What follows belongs to an exercise in optimizing a design on an open flow for small area, a short achievable clock period and few clock cycles per item; a production flow would make more cautious choices.
No run shown here included a check of the RTL's function; only the layout flow was run.

$ cat flow/run.sh
#!/bin/bash
# synth_recipe.tcl (not shown) runs the flow's synth.tcl, then flattens the netlist and writes it again
# the make line also repeats each setting of config.mk as NAME=value (left out here)
make -C /OpenROAD-flow-scripts/flow DESIGN_CONFIG=/design/flow/config.mk WORK_HOME=/design/flow/orfs CLKGATE_MAP_FILE= SYNTH_SCRIPT=/design/flow/synth_recipe.tcl finish
$ cat flow/constraint.sdc
create_clock -name core_clock -period 8.0 [get_ports {clk}]
set_input_delay 1.6000 -clock core_clock [delete_from_list [all_inputs] [get_ports {clk}]]
set_output_delay 1.6000 -clock core_clock [all_outputs]
set_load 0.01 [all_outputs]
$ cat flow/config.mk
export PLATFORM = sky130hd
export DESIGN_NAME = cov_top
export DESIGN_NICKNAME = cov_top
export VERILOG_FILES = /design/flow/design.v
export SDC_FILE = /design/flow/constraint.sdc
export NUM_CORES = 4
export LEC_CHECK = 0
export CAP_MARGIN = 20
export CORE_MARGIN = 2
export CORE_UTILIZATION = 40
export SLEW_MARGIN = 20
export SYNTH_HIERARCHICAL = 1
$ cat flow/design.v
`timescale 1ns/100ps
package cov_pkg;
    typedef enum logic [1:0] {
        OP_CLEAR  = 2'd0,    
        OP_MEAN   = 2'd1,    
        OP_SAMPLE = 2'd2,    
        OP_RSVD   = 2'd3     
    } cov_op_e;
endpackage
`timescale 1ns/100ps
module cov_add
#(
    parameter int W = 8
) (
    input  logic [W-1:0] a,
    input  logic [W-1:0] b,
    input  logic         cin,
    output logic [W-1:0] s
);
    localparam int L = $clog2(W);
    logic [W-1:0] g [L+1];
    logic [W-1:0] p [L+1];
    always_comb begin
        g[0] = a & b;
        p[0] = a ^ b;
        g[0][0] = (a[0] & b[0]) | (p[0][0] & cin);
        for (int l = 0; l < L; l++) begin
            for (int i = 0; i < W; i++) begin
                if (((i >> l) & 1) == 1) begin
                    g[l+1][i] = g[l][i] | (p[l][i] & g[l][((i >> l) << l) - 1]);
                    p[l+1][i] = p[l][i] & p[l][((i >> l) << l) - 1];
                end else begin
                    g[l+1][i] = g[l][i];
                    p[l+1][i] = p[l][i];
                end
            end
        end
        s = p[0] ^ {g[L][W-2:0], cin};
    end
endmodule
module cov_decode
(
    input  logic                  clk,
    input  logic                  arst_n,
    input  logic [33:0]           in_cmd,
    input  logic                  accept,
    output logic                  bad_cmd,
    output logic                  s_valid,    
    output logic                  s_first,    
    output logic                  s_last,     
    output logic signed [16:0]    s_dx,       
    output logic [7:0]            s_neg,      
    output logic [7:0]            s_one,
    output logic [7:0]            s_two,
    output logic                  last_take   
);
    logic [1:0]         op;
    logic [15:0]        x, y;
    logic [15:0]        mean_x;
    logic [2:0]         cnt;        
    logic               take;
    logic [16:0]        dx;
    logic [16:0]        yb;         
    assign op   = in_cmd[33:32];
    assign x    = in_cmd[31:16];
    assign y    = in_cmd[15:0];
    assign take = accept & (op == cov_pkg::OP_SAMPLE);
    assign last_take = take & (cnt == 3'd7);
    assign yb   = {y, 1'b0};
    cov_add #(.W(17)) i_sub (
        .a   ({x[15], x}),
        .b   (~{mean_x[15], mean_x}),
        .cin (1'b1),
        .s   (dx)
    );
    always_ff @(posedge clk or negedge arst_n) begin
        if (!arst_n) begin
            mean_x  <= '0;
            cnt     <= '0;
            bad_cmd <= 1'b0;
            s_valid <= 1'b0;
        end else begin
            bad_cmd <= accept & (op == cov_pkg::OP_RSVD);
            s_valid <= take;
            if (accept & (op == cov_pkg::OP_MEAN)) mean_x <= x;
            if (accept & (op == cov_pkg::OP_CLEAR)) cnt <= '0;
            else if (take) cnt <= cnt + 3'd1;      
        end
    end
    always_ff @(posedge clk) begin
        s_first <= (cnt == 3'd0);
        s_last  <= (cnt == 3'd7);
        s_dx    <= dx;
        for (int j = 0; j < 8; j++) begin
            s_neg[j] <= take & yb[2*j+2];
            s_one[j] <= take & (yb[2*j+1] ^ yb[2*j]);
            s_two[j] <= take & ((yb[2*j+2] & ~yb[2*j+1] & ~yb[2*j]) | (~yb[2*j+2] & yb[2*j+1] & yb[2*j]));
        end
    end
endmodule
`timescale 1ns/100ps
module cov_execute
(
    input  logic                  clk,
    input  logic                  arst_n,
    input  logic                  s_valid,
    input  logic                  s_first,
    input  logic                  s_last,
    input  logic signed [16:0]    s_dx,
    input  logic [7:0]            s_neg,
    input  logic [7:0]            s_one,
    input  logic [7:0]            s_two,
    output logic [34:0]           acc_s,     
    output logic [34:0]           acc_c,
    output logic                  done       
);
    localparam logic [34:0] K8 = 35'h2aab00000;
    logic        start;
    logic [34:0] base_s, base_c, rs, rc;
    assign start  = s_valid & s_first;
    assign base_s = start ? K8 : acc_s;
    assign base_c = start ? 35'd0 : acc_c;
    cov_mac i_mac (
        .b_neg (s_neg),
        .b_one (s_one),
        .b_two (s_two),
        .dx    (s_dx),
        .v     (s_valid),
        .a0    (base_s),
        .a1    (base_c),
        .rs    (rs),
        .rc    (rc)
    );
    always_ff @(posedge clk) begin
        acc_s <= rs;
        acc_c <= rc;
    end
    always_ff @(posedge clk or negedge arst_n) begin
        if (!arst_n) done <= 1'b0;
        else         done <= s_valid & s_last;
    end
endmodule
`timescale 1ns/100ps
module cov_mac (
    input  logic [7:0] b_neg, b_one, b_two,
    input  logic [16:0] dx,
    input  logic v,
    input  logic [34:0] a0,
    input  logic [34:0] a1,
    output logic [34:0] rs,
    output logic [34:0] rc
);
    wire pp1 = (b_one[0] & dx[0]) ^ b_neg[0];
    wire pp2 = ((b_one[0] & dx[1]) | (b_two[0] & dx[0])) ^ b_neg[0];
    wire pp3 = ((b_one[0] & dx[2]) | (b_two[0] & dx[1])) ^ b_neg[0];
    wire pp4 = ((b_one[0] & dx[3]) | (b_two[0] & dx[2])) ^ b_neg[0];
    wire pp5 = ((b_one[0] & dx[4]) | (b_two[0] & dx[3])) ^ b_neg[0];
    wire pp6 = ((b_one[0] & dx[5]) | (b_two[0] & dx[4])) ^ b_neg[0];
    wire pp7 = ((b_one[0] & dx[6]) | (b_two[0] & dx[5])) ^ b_neg[0];
    wire pp8 = ((b_one[0] & dx[7]) | (b_two[0] & dx[6])) ^ b_neg[0];
    wire pp9 = ((b_one[0] & dx[8]) | (b_two[0] & dx[7])) ^ b_neg[0];
    wire pp10 = ((b_one[0] & dx[9]) | (b_two[0] & dx[8])) ^ b_neg[0];
    wire pp11 = ((b_one[0] & dx[10]) | (b_two[0] & dx[9])) ^ b_neg[0];
    wire pp12 = ((b_one[0] & dx[11]) | (b_two[0] & dx[10])) ^ b_neg[0];
    wire pp13 = ((b_one[0] & dx[12]) | (b_two[0] & dx[11])) ^ b_neg[0];
    wire pp14 = ((b_one[0] & dx[13]) | (b_two[0] & dx[12])) ^ b_neg[0];
    wire pp15 = ((b_one[0] & dx[14]) | (b_two[0] & dx[13])) ^ b_neg[0];
    wire pp16 = ((b_one[0] & dx[15]) | (b_two[0] & dx[14])) ^ b_neg[0];
    wire pp17 = ((b_one[0] & dx[16]) | (b_two[0] & dx[15])) ^ b_neg[0];
    wire pp18 = ((b_one[0] & dx[16]) | (b_two[0] & dx[16])) ^ b_neg[0];
    wire ps19 = ~pp18 & v;
    wire pp20 = (b_one[1] & dx[0]) ^ b_neg[1];
    wire pp21 = ((b_one[1] & dx[1]) | (b_two[1] & dx[0])) ^ b_neg[1];
    wire pp22 = ((b_one[1] & dx[2]) | (b_two[1] & dx[1])) ^ b_neg[1];
    wire pp23 = ((b_one[1] & dx[3]) | (b_two[1] & dx[2])) ^ b_neg[1];
    wire pp24 = ((b_one[1] & dx[4]) | (b_two[1] & dx[3])) ^ b_neg[1];
    wire pp25 = ((b_one[1] & dx[5]) | (b_two[1] & dx[4])) ^ b_neg[1];
    wire pp26 = ((b_one[1] & dx[6]) | (b_two[1] & dx[5])) ^ b_neg[1];
    wire pp27 = ((b_one[1] & dx[7]) | (b_two[1] & dx[6])) ^ b_neg[1];
    wire pp28 = ((b_one[1] & dx[8]) | (b_two[1] & dx[7])) ^ b_neg[1];
    wire pp29 = ((b_one[1] & dx[9]) | (b_two[1] & dx[8])) ^ b_neg[1];
    wire pp30 = ((b_one[1] & dx[10]) | (b_two[1] & dx[9])) ^ b_neg[1];
    wire pp31 = ((b_one[1] & dx[11]) | (b_two[1] & dx[10])) ^ b_neg[1];
    wire pp32 = ((b_one[1] & dx[12]) | (b_two[1] & dx[11])) ^ b_neg[1];
    wire pp33 = ((b_one[1] & dx[13]) | (b_two[1] & dx[12])) ^ b_neg[1];
    wire pp34 = ((b_one[1] & dx[14]) | (b_two[1] & dx[13])) ^ b_neg[1];
    wire pp35 = ((b_one[1] & dx[15]) | (b_two[1] & dx[14])) ^ b_neg[1];
    wire pp36 = ((b_one[1] & dx[16]) | (b_two[1] & dx[15])) ^ b_neg[1];
    wire pp37 = ((b_one[1] & dx[16]) | (b_two[1] & dx[16])) ^ b_neg[1];
    wire ps38 = ~pp37 & v;
    wire pp39 = (b_one[2] & dx[0]) ^ b_neg[2];
    wire pp40 = ((b_one[2] & dx[1]) | (b_two[2] & dx[0])) ^ b_neg[2];
    wire pp41 = ((b_one[2] & dx[2]) | (b_two[2] & dx[1])) ^ b_neg[2];
    wire pp42 = ((b_one[2] & dx[3]) | (b_two[2] & dx[2])) ^ b_neg[2];
    wire pp43 = ((b_one[2] & dx[4]) | (b_two[2] & dx[3])) ^ b_neg[2];
    wire pp44 = ((b_one[2] & dx[5]) | (b_two[2] & dx[4])) ^ b_neg[2];
    wire pp45 = ((b_one[2] & dx[6]) | (b_two[2] & dx[5])) ^ b_neg[2];
    wire pp46 = ((b_one[2] & dx[7]) | (b_two[2] & dx[6])) ^ b_neg[2];
    wire pp47 = ((b_one[2] & dx[8]) | (b_two[2] & dx[7])) ^ b_neg[2];
    wire pp48 = ((b_one[2] & dx[9]) | (b_two[2] & dx[8])) ^ b_neg[2];
    wire pp49 = ((b_one[2] & dx[10]) | (b_two[2] & dx[9])) ^ b_neg[2];
    wire pp50 = ((b_one[2] & dx[11]) | (b_two[2] & dx[10])) ^ b_neg[2];
    wire pp51 = ((b_one[2] & dx[12]) | (b_two[2] & dx[11])) ^ b_neg[2];
    wire pp52 = ((b_one[2] & dx[13]) | (b_two[2] & dx[12])) ^ b_neg[2];
    wire pp53 = ((b_one[2] & dx[14]) | (b_two[2] & dx[13])) ^ b_neg[2];
    wire pp54 = ((b_one[2] & dx[15]) | (b_two[2] & dx[14])) ^ b_neg[2];
    wire pp55 = ((b_one[2] & dx[16]) | (b_two[2] & dx[15])) ^ b_neg[2];
    wire pp56 = ((b_one[2] & dx[16]) | (b_two[2] & dx[16])) ^ b_neg[2];
    wire ps57 = ~pp56 & v;
    wire pp58 = (b_one[3] & dx[0]) ^ b_neg[3];
    wire pp59 = ((b_one[3] & dx[1]) | (b_two[3] & dx[0])) ^ b_neg[3];
    wire pp60 = ((b_one[3] & dx[2]) | (b_two[3] & dx[1])) ^ b_neg[3];
    wire pp61 = ((b_one[3] & dx[3]) | (b_two[3] & dx[2])) ^ b_neg[3];
    wire pp62 = ((b_one[3] & dx[4]) | (b_two[3] & dx[3])) ^ b_neg[3];
    wire pp63 = ((b_one[3] & dx[5]) | (b_two[3] & dx[4])) ^ b_neg[3];
    wire pp64 = ((b_one[3] & dx[6]) | (b_two[3] & dx[5])) ^ b_neg[3];
    wire pp65 = ((b_one[3] & dx[7]) | (b_two[3] & dx[6])) ^ b_neg[3];
    wire pp66 = ((b_one[3] & dx[8]) | (b_two[3] & dx[7])) ^ b_neg[3];
    wire pp67 = ((b_one[3] & dx[9]) | (b_two[3] & dx[8])) ^ b_neg[3];
    wire pp68 = ((b_one[3] & dx[10]) | (b_two[3] & dx[9])) ^ b_neg[3];
    wire pp69 = ((b_one[3] & dx[11]) | (b_two[3] & dx[10])) ^ b_neg[3];
    wire pp70 = ((b_one[3] & dx[12]) | (b_two[3] & dx[11])) ^ b_neg[3];
    wire pp71 = ((b_one[3] & dx[13]) | (b_two[3] & dx[12])) ^ b_neg[3];
    wire pp72 = ((b_one[3] & dx[14]) | (b_two[3] & dx[13])) ^ b_neg[3];
    wire pp73 = ((b_one[3] & dx[15]) | (b_two[3] & dx[14])) ^ b_neg[3];
    wire pp74 = ((b_one[3] & dx[16]) | (b_two[3] & dx[15])) ^ b_neg[3];
    wire pp75 = ((b_one[3] & dx[16]) | (b_two[3] & dx[16])) ^ b_neg[3];
    wire ps76 = ~pp75 & v;
    wire pp77 = (b_one[4] & dx[0]) ^ b_neg[4];
    wire pp78 = ((b_one[4] & dx[1]) | (b_two[4] & dx[0])) ^ b_neg[4];
    wire pp79 = ((b_one[4] & dx[2]) | (b_two[4] & dx[1])) ^ b_neg[4];
    wire pp80 = ((b_one[4] & dx[3]) | (b_two[4] & dx[2])) ^ b_neg[4];
    wire pp81 = ((b_one[4] & dx[4]) | (b_two[4] & dx[3])) ^ b_neg[4];
    wire pp82 = ((b_one[4] & dx[5]) | (b_two[4] & dx[4])) ^ b_neg[4];
    wire pp83 = ((b_one[4] & dx[6]) | (b_two[4] & dx[5])) ^ b_neg[4];
    wire pp84 = ((b_one[4] & dx[7]) | (b_two[4] & dx[6])) ^ b_neg[4];
    wire pp85 = ((b_one[4] & dx[8]) | (b_two[4] & dx[7])) ^ b_neg[4];
    wire pp86 = ((b_one[4] & dx[9]) | (b_two[4] & dx[8])) ^ b_neg[4];
    wire pp87 = ((b_one[4] & dx[10]) | (b_two[4] & dx[9])) ^ b_neg[4];
    wire pp88 = ((b_one[4] & dx[11]) | (b_two[4] & dx[10])) ^ b_neg[4];
    wire pp89 = ((b_one[4] & dx[12]) | (b_two[4] & dx[11])) ^ b_neg[4];
    wire pp90 = ((b_one[4] & dx[13]) | (b_two[4] & dx[12])) ^ b_neg[4];
    wire pp91 = ((b_one[4] & dx[14]) | (b_two[4] & dx[13])) ^ b_neg[4];
    wire pp92 = ((b_one[4] & dx[15]) | (b_two[4] & dx[14])) ^ b_neg[4];
    wire pp93 = ((b_one[4] & dx[16]) | (b_two[4] & dx[15])) ^ b_neg[4];
    wire pp94 = ((b_one[4] & dx[16]) | (b_two[4] & dx[16])) ^ b_neg[4];
    wire ps95 = ~pp94 & v;
    wire pp96 = (b_one[5] & dx[0]) ^ b_neg[5];
    wire pp97 = ((b_one[5] & dx[1]) | (b_two[5] & dx[0])) ^ b_neg[5];
    wire pp98 = ((b_one[5] & dx[2]) | (b_two[5] & dx[1])) ^ b_neg[5];
    wire pp99 = ((b_one[5] & dx[3]) | (b_two[5] & dx[2])) ^ b_neg[5];
    wire pp100 = ((b_one[5] & dx[4]) | (b_two[5] & dx[3])) ^ b_neg[5];
    wire pp101 = ((b_one[5] & dx[5]) | (b_two[5] & dx[4])) ^ b_neg[5];
    wire pp102 = ((b_one[5] & dx[6]) | (b_two[5] & dx[5])) ^ b_neg[5];
    wire pp103 = ((b_one[5] & dx[7]) | (b_two[5] & dx[6])) ^ b_neg[5];
    wire pp104 = ((b_one[5] & dx[8]) | (b_two[5] & dx[7])) ^ b_neg[5];
    wire pp105 = ((b_one[5] & dx[9]) | (b_two[5] & dx[8])) ^ b_neg[5];
    wire pp106 = ((b_one[5] & dx[10]) | (b_two[5] & dx[9])) ^ b_neg[5];
    wire pp107 = ((b_one[5] & dx[11]) | (b_two[5] & dx[10])) ^ b_neg[5];
    wire pp108 = ((b_one[5] & dx[12]) | (b_two[5] & dx[11])) ^ b_neg[5];
    wire pp109 = ((b_one[5] & dx[13]) | (b_two[5] & dx[12])) ^ b_neg[5];
    wire pp110 = ((b_one[5] & dx[14]) | (b_two[5] & dx[13])) ^ b_neg[5];
    wire pp111 = ((b_one[5] & dx[15]) | (b_two[5] & dx[14])) ^ b_neg[5];
    wire pp112 = ((b_one[5] & dx[16]) | (b_two[5] & dx[15])) ^ b_neg[5];
    wire pp113 = ((b_one[5] & dx[16]) | (b_two[5] & dx[16])) ^ b_neg[5];
    wire ps114 = ~pp113 & v;
    wire pp115 = (b_one[6] & dx[0]) ^ b_neg[6];
    wire pp116 = ((b_one[6] & dx[1]) | (b_two[6] & dx[0])) ^ b_neg[6];
    wire pp117 = ((b_one[6] & dx[2]) | (b_two[6] & dx[1])) ^ b_neg[6];
    wire pp118 = ((b_one[6] & dx[3]) | (b_two[6] & dx[2])) ^ b_neg[6];
    wire pp119 = ((b_one[6] & dx[4]) | (b_two[6] & dx[3])) ^ b_neg[6];
    wire pp120 = ((b_one[6] & dx[5]) | (b_two[6] & dx[4])) ^ b_neg[6];
    wire pp121 = ((b_one[6] & dx[6]) | (b_two[6] & dx[5])) ^ b_neg[6];
    wire pp122 = ((b_one[6] & dx[7]) | (b_two[6] & dx[6])) ^ b_neg[6];
    wire pp123 = ((b_one[6] & dx[8]) | (b_two[6] & dx[7])) ^ b_neg[6];
    wire pp124 = ((b_one[6] & dx[9]) | (b_two[6] & dx[8])) ^ b_neg[6];
    wire pp125 = ((b_one[6] & dx[10]) | (b_two[6] & dx[9])) ^ b_neg[6];
    wire pp126 = ((b_one[6] & dx[11]) | (b_two[6] & dx[10])) ^ b_neg[6];
    wire pp127 = ((b_one[6] & dx[12]) | (b_two[6] & dx[11])) ^ b_neg[6];
    wire pp128 = ((b_one[6] & dx[13]) | (b_two[6] & dx[12])) ^ b_neg[6];
    wire pp129 = ((b_one[6] & dx[14]) | (b_two[6] & dx[13])) ^ b_neg[6];
    wire pp130 = ((b_one[6] & dx[15]) | (b_two[6] & dx[14])) ^ b_neg[6];
    wire pp131 = ((b_one[6] & dx[16]) | (b_two[6] & dx[15])) ^ b_neg[6];
    wire pp132 = ((b_one[6] & dx[16]) | (b_two[6] & dx[16])) ^ b_neg[6];
    wire ps133 = ~pp132 & v;
    wire pp134 = (b_one[7] & dx[0]) ^ b_neg[7];
    wire pp135 = ((b_one[7] & dx[1]) | (b_two[7] & dx[0])) ^ b_neg[7];
    wire pp136 = ((b_one[7] & dx[2]) | (b_two[7] & dx[1])) ^ b_neg[7];
    wire pp137 = ((b_one[7] & dx[3]) | (b_two[7] & dx[2])) ^ b_neg[7];
    wire pp138 = ((b_one[7] & dx[4]) | (b_two[7] & dx[3])) ^ b_neg[7];
    wire pp139 = ((b_one[7] & dx[5]) | (b_two[7] & dx[4])) ^ b_neg[7];
    wire pp140 = ((b_one[7] & dx[6]) | (b_two[7] & dx[5])) ^ b_neg[7];
    wire pp141 = ((b_one[7] & dx[7]) | (b_two[7] & dx[6])) ^ b_neg[7];
    wire pp142 = ((b_one[7] & dx[8]) | (b_two[7] & dx[7])) ^ b_neg[7];
    wire pp143 = ((b_one[7] & dx[9]) | (b_two[7] & dx[8])) ^ b_neg[7];
    wire pp144 = ((b_one[7] & dx[10]) | (b_two[7] & dx[9])) ^ b_neg[7];
    wire pp145 = ((b_one[7] & dx[11]) | (b_two[7] & dx[10])) ^ b_neg[7];
    wire pp146 = ((b_one[7] & dx[12]) | (b_two[7] & dx[11])) ^ b_neg[7];
    wire pp147 = ((b_one[7] & dx[13]) | (b_two[7] & dx[12])) ^ b_neg[7];
    wire pp148 = ((b_one[7] & dx[14]) | (b_two[7] & dx[13])) ^ b_neg[7];
    wire pp149 = ((b_one[7] & dx[15]) | (b_two[7] & dx[14])) ^ b_neg[7];
    wire pp150 = ((b_one[7] & dx[16]) | (b_two[7] & dx[15])) ^ b_neg[7];
    wire pp151 = ((b_one[7] & dx[16]) | (b_two[7] & dx[16])) ^ b_neg[7];
    wire ps152 = ~pp151 & v;
    wire s153, c154;
    cov_ha u_s153 (.a(a0[12]), .b(a1[12]), .s(s153), .co(c154));
    wire s155, c156;
    cov_ha u_s155 (.a(a0[13]), .b(a1[13]), .s(s155), .co(c156));
    wire s157, c158;
    cov_fa u_s157 (.a(a0[14]), .b(a1[14]), .c(b_neg[7]), .s(s157), .co(c158));
    wire s159, c160;
    cov_ha u_s159 (.a(pp15), .b(pp32), .s(s159), .co(c160));
    wire s161, c162;
    cov_fa u_s161 (.a(a0[15]), .b(a1[15]), .c(pp16), .s(s161), .co(c162));
    wire s163, c164;
    cov_ha u_s163 (.a(pp33), .b(pp50), .s(s163), .co(c164));
    wire s165, c166;
    cov_fa u_s165 (.a(a0[16]), .b(a1[16]), .c(pp17), .s(s165), .co(c166));
    wire s167, c168;
    cov_ha u_s167 (.a(pp34), .b(pp51), .s(s167), .co(c168));
    wire s169, c170;
    cov_fa u_s169 (.a(a0[17]), .b(a1[17]), .c(pp35), .s(s169), .co(c170));
    wire s171, c172;
    cov_ha u_s171 (.a(pp52), .b(pp69), .s(s171), .co(c172));
    wire s173, c174;
    cov_fa u_s173 (.a(a0[18]), .b(a1[18]), .c(pp36), .s(s173), .co(c174));
    wire s175, c176;
    cov_ha u_s175 (.a(a0[19]), .b(a1[19]), .s(s175), .co(c176));
    wire s177, c178;
    cov_ha u_s177 (.a(a0[6]), .b(a1[6]), .s(s177), .co(c178));
    wire s179, c180;
    cov_ha u_s179 (.a(a0[7]), .b(a1[7]), .s(s179), .co(c180));
    wire s181, c182;
    cov_fa u_s181 (.a(a0[8]), .b(a1[8]), .c(b_neg[4]), .s(s181), .co(c182));
    wire s183, c184;
    cov_ha u_s183 (.a(pp9), .b(pp26), .s(s183), .co(c184));
    wire s185, c186;
    cov_fa u_s185 (.a(a0[9]), .b(a1[9]), .c(pp10), .s(s185), .co(c186));
    wire s187, c188;
    cov_ha u_s187 (.a(pp27), .b(pp44), .s(s187), .co(c188));
    wire s189, c190;
    cov_fa u_s189 (.a(a0[10]), .b(a1[10]), .c(b_neg[5]), .s(s189), .co(c190));
    wire s191, c192;
    cov_fa u_s191 (.a(pp11), .b(pp28), .c(pp45), .s(s191), .co(c192));
    wire s193, c194;
    cov_ha u_s193 (.a(pp62), .b(pp79), .s(s193), .co(c194));
    wire s195, c196;
    cov_fa u_s195 (.a(a0[11]), .b(a1[11]), .c(pp12), .s(s195), .co(c196));
    wire s197, c198;
    cov_fa u_s197 (.a(pp29), .b(pp46), .c(pp63), .s(s197), .co(c198));
    wire s199, c200;
    cov_ha u_s199 (.a(pp80), .b(pp97), .s(s199), .co(c200));
    wire s201, c202;
    cov_fa u_s201 (.a(b_neg[6]), .b(s153), .c(pp13), .s(s201), .co(c202));
    wire s203, c204;
    cov_fa u_s203 (.a(pp30), .b(pp47), .c(pp64), .s(s203), .co(c204));
    wire s205, c206;
    cov_fa u_s205 (.a(pp81), .b(pp98), .c(pp115), .s(s205), .co(c206));
    wire s207, c208;
    cov_fa u_s207 (.a(c154), .b(s155), .c(pp14), .s(s207), .co(c208));
    wire s209, c210;
    cov_fa u_s209 (.a(pp31), .b(pp48), .c(pp65), .s(s209), .co(c210));
    wire s211, c212;
    cov_fa u_s211 (.a(pp82), .b(pp99), .c(pp116), .s(s211), .co(c212));
    wire s213, c214;
    cov_fa u_s213 (.a(c156), .b(pp49), .c(pp66), .s(s213), .co(c214));
    wire s215, c216;
    cov_fa u_s215 (.a(pp83), .b(pp100), .c(pp117), .s(s215), .co(c216));
    wire s217, c218;
    cov_fa u_s217 (.a(pp134), .b(s157), .c(s159), .s(s217), .co(c218));
    wire s219, c220;
    cov_fa u_s219 (.a(pp67), .b(pp84), .c(pp101), .s(s219), .co(c220));
    wire s221, c222;
    cov_fa u_s221 (.a(pp118), .b(pp135), .c(c158), .s(s221), .co(c222));
    wire s223, c224;
    cov_fa u_s223 (.a(c160), .b(s163), .c(s161), .s(s223), .co(c224));
    wire s225, c226;
    cov_fa u_s225 (.a(pp68), .b(pp85), .c(pp102), .s(s225), .co(c226));
    wire s227, c228;
    cov_fa u_s227 (.a(pp119), .b(pp136), .c(c164), .s(s227), .co(c228));
    wire s229, c230;
    cov_fa u_s229 (.a(s167), .b(c162), .c(s165), .s(s229), .co(c230));
    wire s231, c232;
    cov_fa u_s231 (.a(pp86), .b(pp103), .c(pp120), .s(s231), .co(c232));
    wire s233, c234;
    cov_fa u_s233 (.a(pp137), .b(ps19), .c(c168), .s(s233), .co(c234));
    wire s235, c236;
    cov_fa u_s235 (.a(s171), .b(c166), .c(s169), .s(s235), .co(c236));
    wire s237, c238;
    cov_fa u_s237 (.a(pp53), .b(pp70), .c(pp87), .s(s237), .co(c238));
    wire s239, c240;
    cov_fa u_s239 (.a(pp104), .b(pp121), .c(pp138), .s(s239), .co(c240));
    wire s241, c242;
    cov_fa u_s241 (.a(c172), .b(c170), .c(s173), .s(s241), .co(c242));
    wire s243, c244;
    cov_fa u_s243 (.a(s175), .b(pp54), .c(pp71), .s(s243), .co(c244));
    wire s245, c246;
    cov_fa u_s245 (.a(pp88), .b(pp105), .c(pp122), .s(s245), .co(c246));
    wire s247, c248;
    cov_fa u_s247 (.a(pp139), .b(ps38), .c(c174), .s(s247), .co(c248));
    wire s249, c250;
    cov_fa u_s249 (.a(a0[20]), .b(a1[20]), .c(c176), .s(s249), .co(c250));
    wire s251, c252;
    cov_fa u_s251 (.a(pp55), .b(pp72), .c(pp89), .s(s251), .co(c252));
    wire s253, c254;
    cov_fa u_s253 (.a(pp106), .b(pp123), .c(pp140), .s(s253), .co(c254));
    wire s255, c256;
    cov_fa u_s255 (.a(a0[21]), .b(a1[21]), .c(pp73), .s(s255), .co(c256));
    wire s257, c258;
    cov_fa u_s257 (.a(pp90), .b(pp107), .c(pp124), .s(s257), .co(c258));
    wire s259, c260;
    cov_ha u_s259 (.a(pp141), .b(ps57), .s(s259), .co(c260));
    wire s261, c262;
    cov_fa u_s261 (.a(a0[22]), .b(a1[22]), .c(pp74), .s(s261), .co(c262));
    wire s263, c264;
    cov_fa u_s263 (.a(pp91), .b(pp108), .c(pp125), .s(s263), .co(c264));
    wire s265, c266;
    cov_fa u_s265 (.a(a0[23]), .b(a1[23]), .c(pp92), .s(s265), .co(c266));
    wire s267, c268;
    cov_ha u_s267 (.a(pp109), .b(pp126), .s(s267), .co(c268));
    wire s269, c270;
    cov_fa u_s269 (.a(a0[24]), .b(a1[24]), .c(pp93), .s(s269), .co(c270));
    wire s271, c272;
    cov_ha u_s271 (.a(a0[25]), .b(a1[25]), .s(s271), .co(c272));
    wire s273, c274;
    cov_ha u_s273 (.a(a0[2]), .b(a1[2]), .s(s273), .co(c274));
    wire s275, c276;
    cov_ha u_s275 (.a(a0[3]), .b(a1[3]), .s(s275), .co(c276));
    wire s277, c278;
    cov_fa u_s277 (.a(a0[4]), .b(a1[4]), .c(b_neg[2]), .s(s277), .co(c278));
    wire s279, c280;
    cov_ha u_s279 (.a(pp5), .b(pp22), .s(s279), .co(c280));
    wire s281, c282;
    cov_fa u_s281 (.a(a0[5]), .b(a1[5]), .c(pp6), .s(s281), .co(c282));
    wire s283, c284;
    cov_ha u_s283 (.a(pp23), .b(pp40), .s(s283), .co(c284));
    wire s285, c286;
    cov_fa u_s285 (.a(b_neg[3]), .b(s177), .c(pp7), .s(s285), .co(c286));
    wire s287, c288;
    cov_fa u_s287 (.a(pp24), .b(pp41), .c(pp58), .s(s287), .co(c288));
    wire s289, c290;
    cov_fa u_s289 (.a(c178), .b(s179), .c(pp8), .s(s289), .co(c290));
    wire s291, c292;
    cov_fa u_s291 (.a(pp25), .b(pp42), .c(pp59), .s(s291), .co(c292));
    wire s293, c294;
    cov_fa u_s293 (.a(c180), .b(pp43), .c(pp60), .s(s293), .co(c294));
    wire s295, c296;
    cov_fa u_s295 (.a(pp77), .b(s181), .c(s183), .s(s295), .co(c296));
    wire s297, c298;
    cov_fa u_s297 (.a(pp61), .b(pp78), .c(c182), .s(s297), .co(c298));
    wire s299, c300;
    cov_fa u_s299 (.a(c184), .b(s187), .c(s185), .s(s299), .co(c300));
    wire s301, c302;
    cov_fa u_s301 (.a(pp96), .b(s189), .c(c188), .s(s301), .co(c302));
    wire s303, c304;
    cov_fa u_s303 (.a(s193), .b(c186), .c(s191), .s(s303), .co(c304));
    wire s305, c306;
    cov_fa u_s305 (.a(c190), .b(c194), .c(s199), .s(s305), .co(c306));
    wire s307, c308;
    cov_fa u_s307 (.a(c192), .b(s195), .c(s197), .s(s307), .co(c308));
    wire s309, c310;
    cov_fa u_s309 (.a(c200), .b(c196), .c(c198), .s(s309), .co(c310));
    wire s311, c312;
    cov_fa u_s311 (.a(s201), .b(s203), .c(s205), .s(s311), .co(c312));
    wire s313, c314;
    cov_fa u_s313 (.a(c202), .b(c204), .c(c206), .s(s313), .co(c314));
    wire s315, c316;
    cov_fa u_s315 (.a(s207), .b(s209), .c(s211), .s(s315), .co(c316));
    wire s317, c318;
    cov_fa u_s317 (.a(c208), .b(c210), .c(c212), .s(s317), .co(c318));
    wire s319, c320;
    cov_fa u_s319 (.a(s213), .b(s215), .c(s217), .s(s319), .co(c320));
    wire s321, c322;
    cov_fa u_s321 (.a(c214), .b(c216), .c(s219), .s(s321), .co(c322));
    wire s323, c324;
    cov_fa u_s323 (.a(s221), .b(c218), .c(s223), .s(s323), .co(c324));
    wire s325, c326;
    cov_fa u_s325 (.a(c220), .b(c222), .c(s225), .s(s325), .co(c326));
    wire s327, c328;
    cov_fa u_s327 (.a(s227), .b(c224), .c(s229), .s(s327), .co(c328));
    wire s329, c330;
    cov_fa u_s329 (.a(c226), .b(s231), .c(c228), .s(s329), .co(c330));
    wire s331, c332;
    cov_fa u_s331 (.a(s233), .b(c230), .c(s235), .s(s331), .co(c332));
    wire s333, c334;
    cov_fa u_s333 (.a(c232), .b(s237), .c(s239), .s(s333), .co(c334));
    wire s335, c336;
    cov_fa u_s335 (.a(c234), .b(c236), .c(s241), .s(s335), .co(c336));
    wire s337, c338;
    cov_fa u_s337 (.a(c238), .b(c240), .c(s243), .s(s337), .co(c338));
    wire s339, c340;
    cov_fa u_s339 (.a(s245), .b(s247), .c(c242), .s(s339), .co(c340));
    wire s341, c342;
    cov_fa u_s341 (.a(s249), .b(c244), .c(c246), .s(s341), .co(c342));
    wire s343, c344;
    cov_fa u_s343 (.a(s251), .b(s253), .c(c248), .s(s343), .co(c344));
    wire s345, c346;
    cov_fa u_s345 (.a(c250), .b(s259), .c(c252), .s(s345), .co(c346));
    wire s347, c348;
    cov_fa u_s347 (.a(c254), .b(s255), .c(s257), .s(s347), .co(c348));
    wire s349, c350;
    cov_fa u_s349 (.a(pp142), .b(c260), .c(c256), .s(s349), .co(c350));
    wire s351, c352;
    cov_fa u_s351 (.a(c258), .b(s261), .c(s263), .s(s351), .co(c352));
    wire s353, c354;
    cov_fa u_s353 (.a(pp143), .b(ps76), .c(s267), .s(s353), .co(c354));
    wire s355, c356;
    cov_fa u_s355 (.a(c262), .b(c264), .c(s265), .s(s355), .co(c356));
    wire s357, c358;
    cov_fa u_s357 (.a(pp110), .b(pp127), .c(pp144), .s(s357), .co(c358));
    wire s359, c360;
    cov_fa u_s359 (.a(c268), .b(c266), .c(s269), .s(s359), .co(c360));
    wire s361, c362;
    cov_fa u_s361 (.a(s271), .b(pp111), .c(pp128), .s(s361), .co(c362));
    wire s363, c364;
    cov_fa u_s363 (.a(pp145), .b(ps95), .c(c270), .s(s363), .co(c364));
    wire s365, c366;
    cov_fa u_s365 (.a(a0[26]), .b(a1[26]), .c(c272), .s(s365), .co(c366));
    wire s367, c368;
    cov_fa u_s367 (.a(pp112), .b(pp129), .c(pp146), .s(s367), .co(c368));
    wire s369, c370;
    cov_fa u_s369 (.a(a0[27]), .b(a1[27]), .c(pp130), .s(s369), .co(c370));
    wire s371, c372;
    cov_ha u_s371 (.a(pp147), .b(ps114), .s(s371), .co(c372));
    wire s373, c374;
    cov_fa u_s373 (.a(a0[28]), .b(a1[28]), .c(pp131), .s(s373), .co(c374));
    wire s375, c376;
    cov_ha u_s375 (.a(a0[29]), .b(a1[29]), .s(s375), .co(c376));
    wire s377, c378;
    cov_ha u_s377 (.a(a0[0]), .b(a1[0]), .s(s377), .co(c378));
    wire s379, c380;
    cov_ha u_s379 (.a(a0[1]), .b(a1[1]), .s(s379), .co(c380));
    wire s381, c382;
    cov_fa u_s381 (.a(b_neg[1]), .b(s273), .c(pp3), .s(s381), .co(c382));
    wire s383, c384;
    cov_fa u_s383 (.a(c274), .b(s275), .c(pp4), .s(s383), .co(c384));
    wire s385, c386;
    cov_fa u_s385 (.a(c276), .b(pp39), .c(s277), .s(s385), .co(c386));
    wire s387, c388;
    cov_fa u_s387 (.a(c278), .b(c280), .c(s283), .s(s387), .co(c388));
    wire s389, c390;
    cov_fa u_s389 (.a(c284), .b(c282), .c(s285), .s(s389), .co(c390));
    wire s391, c392;
    cov_fa u_s391 (.a(c286), .b(c288), .c(s289), .s(s391), .co(c392));
    wire s393, c394;
    cov_fa u_s393 (.a(c290), .b(c292), .c(s293), .s(s393), .co(c394));
    wire s395, c396;
    cov_fa u_s395 (.a(c294), .b(s297), .c(c296), .s(s395), .co(c396));
    wire s397, c398;
    cov_fa u_s397 (.a(c298), .b(s301), .c(c300), .s(s397), .co(c398));
    wire s399, c400;
    cov_fa u_s399 (.a(c302), .b(s305), .c(c304), .s(s399), .co(c400));
    wire s401, c402;
    cov_fa u_s401 (.a(c306), .b(s309), .c(c308), .s(s401), .co(c402));
    wire s403, c404;
    cov_fa u_s403 (.a(c310), .b(s313), .c(c312), .s(s403), .co(c404));
    wire s405, c406;
    cov_fa u_s405 (.a(c314), .b(s317), .c(c316), .s(s405), .co(c406));
    wire s407, c408;
    cov_fa u_s407 (.a(c318), .b(s321), .c(c320), .s(s407), .co(c408));
    wire s409, c410;
    cov_fa u_s409 (.a(c322), .b(s325), .c(c324), .s(s409), .co(c410));
    wire s411, c412;
    cov_fa u_s411 (.a(c326), .b(s329), .c(c328), .s(s411), .co(c412));
    wire s413, c414;
    cov_fa u_s413 (.a(c330), .b(s333), .c(c332), .s(s413), .co(c414));
    wire s415, c416;
    cov_fa u_s415 (.a(c334), .b(s337), .c(s339), .s(s415), .co(c416));
    wire s417, c418;
    cov_fa u_s417 (.a(s341), .b(c338), .c(s343), .s(s417), .co(c418));
    wire s419, c420;
    cov_fa u_s419 (.a(c342), .b(s345), .c(s347), .s(s419), .co(c420));
    wire s421, c422;
    cov_fa u_s421 (.a(c346), .b(s349), .c(c348), .s(s421), .co(c422));
    wire s423, c424;
    cov_fa u_s423 (.a(s353), .b(c350), .c(c352), .s(s423), .co(c424));
    wire s425, c426;
    cov_fa u_s425 (.a(s357), .b(c354), .c(c356), .s(s425), .co(c426));
    wire s427, c428;
    cov_fa u_s427 (.a(c358), .b(s361), .c(s363), .s(s427), .co(c428));
    wire s429, c430;
    cov_fa u_s429 (.a(s365), .b(c362), .c(s367), .s(s429), .co(c430));
    wire s431, c432;
    cov_fa u_s431 (.a(c366), .b(s371), .c(c368), .s(s431), .co(c432));
    wire s433, c434;
    cov_fa u_s433 (.a(pp148), .b(c372), .c(c370), .s(s433), .co(c434));
    wire s435, c436;
    cov_fa u_s435 (.a(s375), .b(pp149), .c(ps133), .s(s435), .co(c436));
    wire s437, c438;
    cov_fa u_s437 (.a(a0[30]), .b(a1[30]), .c(c376), .s(s437), .co(c438));
    wire s439, c440;
    cov_ha u_s439 (.a(a0[31]), .b(a1[31]), .s(s439), .co(c440));
    wire s441, c442;
    cov_ha u_s441 (.a(b_neg[0]), .b(s377), .s(s441), .co(c442));
    wire s443, c444;
    cov_fa u_s443 (.a(c378), .b(s379), .c(pp2), .s(s443), .co(c444));
    wire s445, c446;
    cov_fa u_s445 (.a(c380), .b(pp20), .c(s381), .s(s445), .co(c446));
    wire s447, c448;
    cov_fa u_s447 (.a(pp21), .b(c382), .c(s383), .s(s447), .co(c448));
    wire s449, c450;
    cov_fa u_s449 (.a(s279), .b(c384), .c(s385), .s(s449), .co(c450));
    wire s451, c452;
    cov_fa u_s451 (.a(s281), .b(c386), .c(s387), .s(s451), .co(c452));
    wire s453, c454;
    cov_fa u_s453 (.a(s287), .b(c388), .c(s389), .s(s453), .co(c454));
    wire s455, c456;
    cov_fa u_s455 (.a(s291), .b(c390), .c(s391), .s(s455), .co(c456));
    wire s457, c458;
    cov_fa u_s457 (.a(s295), .b(c392), .c(s393), .s(s457), .co(c458));
    wire s459, c460;
    cov_fa u_s459 (.a(c394), .b(s299), .c(s395), .s(s459), .co(c460));
    wire s461, c462;
    cov_fa u_s461 (.a(s303), .b(c396), .c(s397), .s(s461), .co(c462));
    wire s463, c464;
    cov_fa u_s463 (.a(s307), .b(c398), .c(s399), .s(s463), .co(c464));
    wire s465, c466;
    cov_fa u_s465 (.a(s311), .b(c400), .c(s401), .s(s465), .co(c466));
    wire s467, c468;
    cov_fa u_s467 (.a(s315), .b(c402), .c(s403), .s(s467), .co(c468));
    wire s469, c470;
    cov_fa u_s469 (.a(s319), .b(c404), .c(s405), .s(s469), .co(c470));
    wire s471, c472;
    cov_fa u_s471 (.a(c406), .b(s323), .c(s407), .s(s471), .co(c472));
    wire s473, c474;
    cov_fa u_s473 (.a(s327), .b(c408), .c(s409), .s(s473), .co(c474));
    wire s475, c476;
    cov_fa u_s475 (.a(s331), .b(c410), .c(s411), .s(s475), .co(c476));
    wire s477, c478;
    cov_fa u_s477 (.a(s335), .b(c412), .c(s413), .s(s477), .co(c478));
    wire s479, c480;
    cov_fa u_s479 (.a(c336), .b(c414), .c(s415), .s(s479), .co(c480));
    wire s481, c482;
    cov_fa u_s481 (.a(c340), .b(s417), .c(c416), .s(s481), .co(c482));
    wire s483, c484;
    cov_fa u_s483 (.a(c344), .b(s419), .c(c418), .s(s483), .co(c484));
    wire s485, c486;
    cov_fa u_s485 (.a(s351), .b(s421), .c(c420), .s(s485), .co(c486));
    wire s487, c488;
    cov_fa u_s487 (.a(s355), .b(c422), .c(s423), .s(s487), .co(c488));
    wire s489, c490;
    cov_fa u_s489 (.a(s359), .b(c424), .c(s425), .s(s489), .co(c490));
    wire s491, c492;
    cov_fa u_s491 (.a(c360), .b(c426), .c(s427), .s(s491), .co(c492));
    wire s493, c494;
    cov_fa u_s493 (.a(c364), .b(s429), .c(c428), .s(s493), .co(c494));
    wire s495, c496;
    cov_fa u_s495 (.a(s369), .b(s431), .c(c430), .s(s495), .co(c496));
    wire s497, c498;
    cov_fa u_s497 (.a(s373), .b(c432), .c(s433), .s(s497), .co(c498));
    wire s499, c500;
    cov_fa u_s499 (.a(c374), .b(s435), .c(c434), .s(s499), .co(c500));
    wire s501, c502;
    cov_fa u_s501 (.a(pp150), .b(s437), .c(c436), .s(s501), .co(c502));
    wire s503, c504;
    cov_fa u_s503 (.a(s439), .b(c438), .c(ps152), .s(s503), .co(c504));
    wire s505, c506;
    cov_fa u_s505 (.a(a0[32]), .b(a1[32]), .c(c440), .s(s505), .co(c506));
    wire s507, c508;
    cov_ha u_s507 (.a(a0[33]), .b(a1[33]), .s(s507), .co(c508));
    wire s509, c510;
    cov_ha u_s509 (.a(a0[34]), .b(a1[34]), .s(s509), .co(c510));
    assign rs = {s509, s507, s505, s503, s501, s499, s497, s495, s493, s491, s489, s487, s485, s483, s481, s479, s477, s475, s473, s471, s469, s467, s465, s463, s461, s459, s457, s455, s453, s451, s449, s447, s445, s443, pp1};
    assign rc = {c508, c506, c504, c502, c500, c498, c496, c494, c492, c490, c488, c486, c484, c482, c480, c478, c476, c474, c472, c470, c468, c466, c464, c462, c460, c458, c456, c454, c452, c450, c448, c446, c444, c442, s441};
endmodule
module cov_fa (input logic a, input logic b, input logic c, output logic s, output logic co);
    assign s  = a ^ b ^ c;
    assign co = (a & b) | (a & c) | (b & c);
endmodule
module cov_ha (input logic a, input logic b, output logic s, output logic co);
    assign s  = a ^ b;
    assign co = a & b;
endmodule
`timescale 1ns/100ps
module cov_result
(
    input  logic                  clk,
    input  logic                  arst_n,
    input  logic [34:0]           acc_s,     
    input  logic [34:0]           acc_c,
    input  logic                  done,      
    input  logic                  fill,      
    output logic [32:0]           cov,
    output logic                  out_valid,
    input  logic                  out_ready,
    output logic                  hold       
);
    localparam int KD    = 3;               
    localparam int STEPS = 12 / KD;
    typedef enum logic [1:0] {
        S_IDLE = 2'd0,
        S_DIV  = 2'd1,
        S_INC  = 2'd2,
        S_OUT  = 2'd3
    } div_state_e;
    function automatic logic [2:0] m7(input logic [2:0] a, input logic [2:0] b);
        logic [2:0] g, p;
        logic       c0, c1, c2;
        g  = a & b;
        p  = a ^ b;
        c0 = g[2] | (p[2] & g[1]) | (p[2] & p[1] & g[0]);
        c1 = g[0] | (p[0] & c0);
        c2 = g[1] | (p[1] & g[0]) | (p[1] & p[0] & c0);
        m7 = p ^ {c2, c1, c0};
    endfunction
    function automatic logic [2:0] qdig(input logic [2:0] r, input logic [2:0] d);
        logic [2:0] rn;
        logic [3:0] t;
        rn   = (r == 3'd7) ? 3'd0 : r;
        t    = {1'b0, rn} + {1'b0, d};
        qdig = rn + {2'b00, (t >= 4'd7)};
    endfunction
    div_state_e       state, state_next;
    logic [1:0]       step;
    logic [35:0]      w;          
    logic [2:0]       r;          
    logic             neg;        
    logic [3*KD-1:0]  qd;         
    logic [2:0]       rq;         
    logic [34:0]      sum;
    logic [32:0]      w_inc;
    logic             pend;       
    logic             busy;       
    logic             load;
    logic             pend_next;
    logic             up;         
    cov_add #(.W(35)) i_cpa (.a(acc_s), .b(acc_c), .cin(1'b0), .s(sum));
    always_comb begin
        logic [2:0] rr;
        rr = r;
        for (int j = 0; j < KD; j++) begin
            qd[3*KD-1-3*j -: 3] = qdig(rr, w[35-3*j -: 3]);
            rr = m7(rr, w[35-3*j -: 3]);
        end
        rq = rr;
    end
    always_comb begin
        logic [8:0] ga;       
        logic       pre;      
        logic       in;       
        for (int g = 0; g < 9; g++) ga[g] = &w[4*g +: 4];
        for (int i = 0; i < 33; i++) begin
            pre = 1'b1;
            for (int g = 0; g < i / 4; g++) pre = pre & ga[g];
            in = 1'b1;
            for (int k = 4 * (i / 4); k < i; k++) in = in & w[k];
            w_inc[i] = w[i] ^ (pre & in);
        end
    end
    assign up        = neg & (rq != 3'd0) & (rq != 3'd7);
    assign busy      = (state != S_IDLE) & ~((state == S_OUT) & out_ready);
    assign load      = (pend | done) & ~busy;
    assign pend_next = (pend | done) & ~load;
    always_comb begin
        state_next = state;
        unique case (state)
            S_DIV:   if (step == 2'(STEPS - 1)) state_next = up ? S_INC : S_OUT;
            S_INC:   state_next = S_OUT;
            S_OUT:   if (out_ready) state_next = S_IDLE;
            default: state_next = S_IDLE;
        endcase
        if (load) state_next = S_DIV;
    end
    always_ff @(posedge clk or negedge arst_n) begin
        if (!arst_n) begin
            state     <= S_IDLE;
            step      <= '0;
            pend      <= 1'b0;
            out_valid <= 1'b0;
            hold      <= 1'b0;
        end else begin
            state     <= state_next;
            step      <= (state == S_DIV) ? step + 2'd1 : 2'd0;
            pend      <= pend_next;
            out_valid <= (state_next == S_OUT);
            hold      <= (state_next != S_IDLE) & (pend_next | fill);
        end
    end
    always_ff @(posedge clk) begin
        if (load) begin
            w   <= {sum[34], sum};
            r   <= sum[34] ? 3'd6 : 3'd0;
            neg <= sum[34];
        end else if (state == S_DIV) begin
            w   <= {w[35-3*KD:0], qd};
            r   <= rq;
        end else if (state == S_INC) begin
            w[32:0] <= w_inc;
        end
    end
    assign cov = w[32:0];
endmodule
`timescale 1ns/100ps
module cov_top
#(
    parameter int NUM_SAMPLES = 8
) (
    input  logic        clk,
    input  logic        arst_n,
    input  logic [33:0] in_cmd,      
    input  logic        in_valid,
    output logic        in_ready,
    output logic [63:0] out_res,     
    output logic        out_valid,
    input  logic        out_ready,
    output logic        bad_cmd      
);
    logic               accept;
    logic               hold;
    logic               s_valid, s_first, s_last;
    logic signed [16:0] s_dx;
    logic [7:0]         s_neg, s_one, s_two;
    logic               last_take;
    logic [34:0]        acc_s, acc_c;
    logic               done;
    logic [32:0]        cov;
    logic               fill;
    assign in_ready = ~hold;
    assign accept   = in_valid & ~hold;
    assign fill     = last_take | (s_valid & s_last);
    cov_decode i_decode (
        .clk       (clk),
        .arst_n    (arst_n),
        .in_cmd    (in_cmd),
        .accept    (accept),
        .bad_cmd   (bad_cmd),
        .s_valid   (s_valid),
        .s_first   (s_first),
        .s_last    (s_last),
        .s_dx      (s_dx),
        .s_neg     (s_neg),
        .s_one     (s_one),
        .s_two     (s_two),
        .last_take (last_take)
    );
    cov_execute i_execute (
        .clk     (clk),
        .arst_n  (arst_n),
        .s_valid (s_valid),
        .s_first (s_first),
        .s_last  (s_last),
        .s_dx    (s_dx),
        .s_neg   (s_neg),
        .s_one   (s_one),
        .s_two   (s_two),
        .acc_s   (acc_s),
        .acc_c   (acc_c),
        .done    (done)
    );
    cov_result i_result (
        .clk       (clk),
        .arst_n    (arst_n),
        .acc_s     (acc_s),
        .acc_c     (acc_c),
        .done      (done),
        .fill      (fill),
        .cov       (cov),
        .out_valid (out_valid),
        .out_ready (out_ready),
        .hold      (hold)
    );
    assign out_res = {{15{cov[32]}}, cov, 16'(NUM_SAMPLES)};
endmodule
==> results of run 1 <==
## registers in the layout, summed over array words and instances, names as in the netlist, 2 cells and up
signal / cells
i_result.state: 2
i_result.step: 2
i_execute.acc_c: 35
i_decode.s_dx: 17
i_decode.cnt: 3
i_decode.s_one: 8
i_decode.mean_x: 16
i_decode.s_two: 8
i_decode.s_neg: 8
i_result.w: 36
i_result.r: 3
i_execute.acc_s: 35
## modules after synthesis, one instance, submodules excluded, excerpt
| module | flops+latches | cells inside | times used | area, µm² |
|---|---|---|---|---|
| cov_mac | 0 | 456 | 1 | 4290 |
| cov_execute | 71 | 157 | 1 | 2090 |
| cov_ha | 0 | 1 | 28 | 12.5 |
| cov_decode | 64 | 164 | 1 | 2140 |
| cov_fa | 0 | 1 | 151 | 20.0 |
| cov_result | 47 | 389 | 1 | 3770 |
| cov_top | 0 | 36 | 1 | 258 |
## layout make-up
cell class	instances	area, µm²	share of cell area, %
clock buffer	18	450	2.46
clock inverter	14	156	0.854
inverter	58	223	1.22
multi-input combinational	1157	11500	62.8
sequential	182	4190	22.9
tap	592	741	4.05
timing repair buffer	110	1040	5.69
## placed cells by master, fill, tap and decap left out, types with 40 or more instances in the layout
cell             netlist  layout
xnor2_1              180     180
fa_1                 169     169
ha_1                 111     111
dfxtp_1              113     111
clkdlybuf4s50_1        0      87
a22oi_2               86      86
nand2_1               74      74
a21boi_0              62      62
inv_1                 54      54
nor2_1                50      50
a22oi_1               50      50
a21oi_1               49      49
edfxtp_1              40      40
## logic make-up (layout without fill, tap and decap cells)
family	after synthesis	count (layout)	synth area share, %
compound gates	383	383	17.7
fa+ha+maj	280	280	26.5
simple gates	239	239	7.28
flops	182	182	23.3
buf+inv	305	200	13.1
mux	28	28	1.88
other cells	4	18	0.0834
xor+xnor	209	209	10.2
## per-layer routing
metal  share of wire [%]  track usage [%]  vias to the layer above
met5                   0                0                        -
met3                 6.0             3.24                       61
li1                    -                -                     5251
met2                  45             28.3                      375
met4                 2.3             5.94                        0
met1                  47             26.3                     5662
## worst max-delay path by stage
stage | start | to | slack (ns) | cells after the start
2_1_floorplan | i_result.w[34] | i_result.w[1] | 3.21 | 20
3_3_place_gp | i_result.w[34] | i_result.w[2] | 2.95 | 20
3_5_place_dp | i_result.w[34] | i_result.w[2] | 2.79 | 20
5_1_grt | i_result.w[34] | i_result.w[2] | 2.47 | 20
4_1_cts | i_result.w[34] | i_result.w[2] | 2.76 | 20
6_report | i_result.w[34] | i_result.w[2] | 2.79 | 20
## metrics by stage
step                worst slack, ns  utilization (%)  cell area (µm²)
global placement               2.95             39.9            17700
finish                         2.79             41.3            18300
floorplan                      3.21                -            18000
detailed placement             2.79             39.9            17700
CTS                            2.76             41.3            18300
global route                   2.47             41.3            18300
## critical path, delay by kind of cell, from the launching register on
kind	cells	cell delay [ns]
AOI/OAI and AO/OA	6	0.90
xor gates and xnor gates	4	0.88
adders and majority gates	8	2.56
DFF	1	0.45
and+or+nand+nor	2	0.14
==> results_dict.tcl, run 1 <==
set metrics [dict create \
    status "complete, no violations" \
    fin_nets 1844 \
    cts_resized 0 \
    finalMaxSlewViolations 0 \
    vias 11349 \
    cts_hold_buf 0 \
    synth_enable_flop_cells 40 \
    max_stage_delay_ns 0.45 \
    hold_violations 0 \
    instances_no_fill 2131 \
    rsz0062_at_grt "false" \
    seq_area_frac_synth_pct 23.3 \
    rrSetupSlack_ns 2.79 \
    crit_slowest_cell "edfxtp_1" \
    syn_avg_cell_area_um2 11.0 \
    fmax_mhz 192 \
    drt-initial-drc-count 803 \
    finalSetupTns_ns 0 \
    yosysTopAreaCell "fa_1" \
    hpwl_um 30000 \
    cp.arrival_ns 5.38 \
    antenna_found_initial 0 \
    cts_sinks 182 \
    yosys-top-cells-area "fa_1 19%, dfxtp_1 13%, xnor2_1 8.8%" \
    clockBufferDepth 2 \
    hold_start "i_result.step[0]" \
    first_global_vias 12051 \
    fin_crit_sh_pct 65.1 \
    maxSlewHeadroom_pct 22.5 \
    drt_pass1_iterations 7 \
    placementRows 77 \
    htreeDepth 4 \
    critical_path_required_ns 8.18 \
    syn_area_um2 18000 \
    root_buffer "clkbuf_16" \
    critPathMaxFanout 4 \
    clock_skew_ns 0.0192 \
    grt_max_degree 71 \
    hold_slack_ns 0.453 \
    setup_viol 0 \
    layout-drive-gt1-share_pct 14.0 \
    synth.top_cell.area_share_pct 18.8 \
    cts_setup_buffers 0 \
    synth_commonest_cells "180 x xnor2_1, 169 x fa_1, 161 x buf_4" \
    start_util_pct 40.6 \
    yosysUniqueCellTypes 86 \
    drc 0 \
    io_pins 105 \
    cts_buffers 17 \
    io_buffers 88 \
    viasPerCell 5.33 \
    dieArea_um2 46700 \
    crit_top_cell "ha_1" \
    fillers 4271 \
    ys_ff_latch 182 \
    synthArstFlopShare_pct 15.9 \
    die_w_um 216 \
    synth_most_common_cell "xnor2_1" \
    grt.overflow.total 0 \
    cts_tree "built" \
    timing.rr.end "i_result.w[2]" \
    grt_first_pass_wirelength_um 67900 \
    dp.cells 2099 \
    endpoint_kind "register" \
    n_antenna_cell 0 \
    min_to "i_result.step[0]" \
    worst_slew_pin_slew_ns 1.16 \
    min_delay_path_depth 1 \
    cap_viol_max_count 0 \
    drt-total-wl_um 41400 \
    crit_type "register to register" \
    synth-main-ff-cell "dfxtp_1" \
    die_h_um 216 \
    hold_path_class "register to register" \
    timing.rr.start "i_result.w[34]" \
    cp_cell_sequence "ha_1 -> a21o_1 -> a21o_1 -> fa_1 -> xor2_1 -> ha_1 -> a21oi_1 -> o21bai_1 -> fa_1 -> xor2_1 -> a21boi_0 -> ha_1 -> fa_1 -> xor2_1 -> nand3_1 -> nand2_1 -> ha_1 -> ha_1 -> xnor2_1 -> o21ai_0" \
    r2r_cells 20 \
    gp_congestion 0.842 \
    grt.total_usage_pct 18.4 \
    synth_warnings 15 \
    clk_pin_slew_ns 0.07 \
    wire_per_inst_um 19.4 \
    coreArea_um2 44300 \
    synthCells 1630 \
    final_antenna_net_count 0 \
    start_kind "register" \
    insertion_delay_ns 0.47 \
    finalCriticalPeriod_ns 5.21 \
    area_growth_pct 1.76 \
]
==> run 2: changes to the inputs <==
--- a/flow/config.mk
+++ b/flow/config.mk
@@ -8,5 +8,6 @@
 export CAP_MARGIN = 20
 export CORE_MARGIN = 2
 export CORE_UTILIZATION = 40
+export SETUP_SLACK_MARGIN = 4.5
 export SLEW_MARGIN = 20
 export SYNTH_HIERARCHICAL = 1
==> run 2 against run 1 <==
  * Largest cell class unchanged
  * Flip-flop and latch count stayed put
  * Worst hold slack worse by 0.016 ns
  * Wire length is 2.8% higher
  * Non-clock buffer count is 32 higher
  * Final cell count is 1.5% higher
  * Highest routed layer unchanged
  * Register-to-register slack better by 0.66 ns
  * Global-route usage is 0.088 points higher
==> results_dict.tcl, run 2 <==
set metrics [dict create \
    critPathMaxFanout 4 \
    grt_first_pass_wirelength_um 67900 \
    cap_viol_max_count 0 \
    gp_congestion 0.824 \
    io_pins 105 \
    drt-total-wl_um 42600 \
    mostFrequentLayoutCells "179 x xnor2_1, 160 x fa_1, 99 x ha_1, 86 x a22oi_2, 85 x clkdlybuf4s50_1" \
    synth.top_cell.area_share_pct 18.8 \
    synth_mux_area_share_pct 1.88 \
    drc 0 \
    ys_ff_latch 182 \
    yosysUniqueCellTypes 86 \
    largest_register_ffs 36 \
    cts_sinks 182 \
    setup_viol 0 \
    fillers 4220 \
    fin_crit_sh_pct 56.8 \
    synth_most_common_cell "xnor2_1" \
    final_antenna_net_count 0 \
    yosysTopAreaCell "fa_1" \
    root_buffer "clkbuf_16" \
    yosys-top-cells-area "fa_1 19%, dfxtp_1 13%, xnor2_1 8.8%" \
    maxSlewHeadroom_pct 47.2 \
    die_h_um 216 \
    drt_pass1_iterations 5 \
    synth_xor_xnor_area_share_pct 10.2 \
    die_w_um 216 \
    antenna_found_initial 0 \
    dp.cells 2097 \
    seq_area_frac_synth_pct 23.3 \
    timing.rr.start "i_result.r[1]" \
    viasPerCell 5.33 \
    hold_violations 0 \
    cp.arrival_ns 4.90 \
    crit_type "register to register" \
    synth_commonest_cells "180 x xnor2_1, 169 x fa_1, 161 x buf_4" \
    max_stage_delay_ns 0.47 \
    crit_buf_inv 0 \
    start_util_pct 40.6 \
    cts_tree "built" \
    instances_no_fill 2163 \
    grt.total_usage_pct 18.5 \
    synth_warnings 15 \
    synthCells 1630 \
    synthAdderAreaFrac_pct 26.5 \
    clock_skew_ns 0.0145 \
    timing.rr.end "i_result.out_valid" \
    hold_start "i_result.step[0]" \
    grt.overflow.total 0 \
    drt-initial-drc-count 785 \
    endpoint_kind "register" \
    min_to "i_result.step[0]" \
    insertion_delay_ns 0.46 \
    worst_slew_pin_slew_ns 0.790 \
    synth-simple-area-share_pct 7.28 \
    syn_area_um2 18000 \
    finalCriticalPeriod_ns 4.54 \
    synth_compound_area_share_pct 17.7 \
    grt_max_degree 71 \
    final_common_cell "xnor2_1" \
    r2r_cells 18 \
    synth_enable_flop_cells 40 \
    clockBufferDepth 2 \
    crit_family "adder cells" \
    rrSetupSlack_ns 3.46 \
    top_register "i_result.w" \
    fin_nets 1876 \
    placementRows 77 \
    syn_avg_cell_area_um2 11.0 \
    io_buffers 88 \
    status "complete, no violations" \
    synthArstFlopShare_pct 15.9 \
    clk_pin_slew_ns 0.08 \
    rsz0062_at_grt "true" \
    crit_slowest_cell "edfxtp_1" \
    critical_path_required_ns 8.35 \
    htreeDepth 4 \
    first_global_vias 12225 \
    vias 11522 \
    min_delay_path_depth 1 \
    wire_per_inst_um 19.7 \
    synth-main-ff-cell "dfxtp_1" \
    area_growth_pct 5.83 \
    hpwl_um 30300 \
    n_antenna_cell 0 \
    finalSetupTns_ns 0 \
    cp_cell_sequence "ha_4 -> a21o_1 -> a21o_1 -> fa_2 -> xor2_4 -> ha_4 -> a21oi_2 -> o21bai_1 -> fa_2 -> xor2_4 -> ha_4 -> a21o_1 -> a21o_1 -> fa_2 -> xor2_2 -> and2_4 -> mux2i_4 -> a311oi_2" \
    dieArea_um2 46700 \
    synth_top_family_by_area "adder cells" \
    start_kind "register" \
    hold_path_class "register to register" \
    coreArea_um2 44300 \
    reg.largest.list "i_result.w (36), i_execute.acc_c (35), i_execute.acc_s (35)" \
    cts_buffers 17 \
    crit_top_cell "a21o_1" \
    finalMaxSlewViolations 0 \
    layout-drive-gt1-share_pct 20.9 \
    fmax_mhz 220 \
]
## run 2: cell count changes in the layout (fill, tap and decap cells not counted), sizes merged
cell,previous run,this run
dlymetal6s2s,0,1
buf,23,54
inv,65,61
bufinv,1,2
clkbuf,18,24
clkdlybuf4s50,87,85
clkinv,4,5
clkinvlp,2,0
## run 2: area by class of cell
class                   instances  area (µm²)  area share [%]
flip-flops and latches        182        4240            22.2
multi-input cells            1157       11900            62.3
clock inverters                10         129           0.677
inverters                      58         225            1.18
repair buffers                142        1340            7.03
well taps                     592         741            3.89
clock buffers                  22         507            2.66
## run 2: per-stage QoR
| step | util [%] | hold WS [ns] | setup slack, ns | instance area [µm²] |
|---|---|---|---|---|
| after detailed placement | 40.1 | 0.432 | 3.29 | 17800 |
| final | 43.0 | 0.436 | 3.46 | 19000 |
| after global placement | 40.1 | 0.421 | 3.44 | 17800 |
| after global routing | 43.0 | 0.457 | 3.28 | 19000 |
| after CTS | 42.4 | 0.440 | 3.39 | 18800 |
| after floorplan | - | 0.410 | 3.63 | 18100 |
## run 2: worst register-to-register path, cell delays in order (launching register included)
cell and delay (ns):
edfxtp_1 0.47, ha_4 0.28, a21o_1 0.15, a21o_1 0.16, fa_2 0.38, xor2_4 0.18, ha_4 0.23, a21oi_2 0.15
o21bai_1 0.11, fa_2 0.39, xor2_4 0.26, ha_4 0.25, a21o_1 0.16, a21o_1 0.17, fa_2 0.36, xor2_2 0.24
and2_4 0.19, mux2i_4 0.07, a311oi_2 0.24
## run 2: modules after synthesis (local to each module, per instance), a selection
module       times used  cells
cov_decode            1    164
cov_execute           1    157
cov_fa              151      1
cov_ha               28      1
cov_mac               1    456
cov_result            1    389
cov_top               1     36
## run 2: per-layer routing
layer | routed length, µm | up-vias | track usage, %
li1 | - | 5316 | -
met1 | 19500 | 5771 | 24.9
met2 | 19700 | 365 | 30.1
met3 | 2380 | 70 | 3.47
met4 | 948 | 0 | 5.78
met5 | 0 | - | 0
## run 2: what timing repair did
action | in CTS | in global routing
cloned | 0 | 1
resized for setup | 67 | 45
hold buffers | 0 | 0
pin swaps | 37 | 29
setup buffers | 22 | 11
endpoints found under the setup margin | 68 | 30
## run 2: worst max-delay path by stage
stage                   startpoint                 end  cells past startpoint
floorplan           i_result.w[34]       i_result.w[1]                     19
global placement    i_result.w[34]  i_result.out_valid                     18
detailed placement  i_result.w[34]  i_result.out_valid                     18
CTS                 i_result.w[34]  i_result.out_valid                     18
global route         i_result.r[1]  i_result.out_valid                     18
finish               i_result.r[1]  i_result.out_valid                     18
## run 2: logic make-up (layout without fill, tap and decap cells)
kind of cell    count (synthesis)  after routing
compound gates                383            383
buf+inv                       305            232
fa+ha+maj                     280            280
simple gates                  239            239
xor+xnor                      209            209
flops                         182            182
mux                            28             28
other cells                     4             18

## static timing again, ports no longer ideal
The results above use ideal ports. As a check the final layouts listed here were re-extracted and re-timed, cells and wires unchanged. Step 1 assumes that a clkbuf_16 drives the clock port and a buf_2 every other input. Step 2 also shifts input and output timing later by t, the mid clock arrival at the registers, as if the neighbouring blocks saw the same clock. Slacks: ideal ports / drivers / drivers and shift; pairs: ideal ports / drivers.
run | t, ns | setup WS [ns] | worst setup path after step 2 | slew at the worst register clock pin (ns) | worst slew at a driven data input, ns
run 1 | 0.507 | 2.795 / 2.795 / 2.795 | register to register | 0.08 / 0.08 | 0.03
run 2 | 0.497 | 3.458 / 3.458 / 3.458 | register to register | 0.08 / 0.08 | 0.04
After both steps every run listed still meets setup and hold.
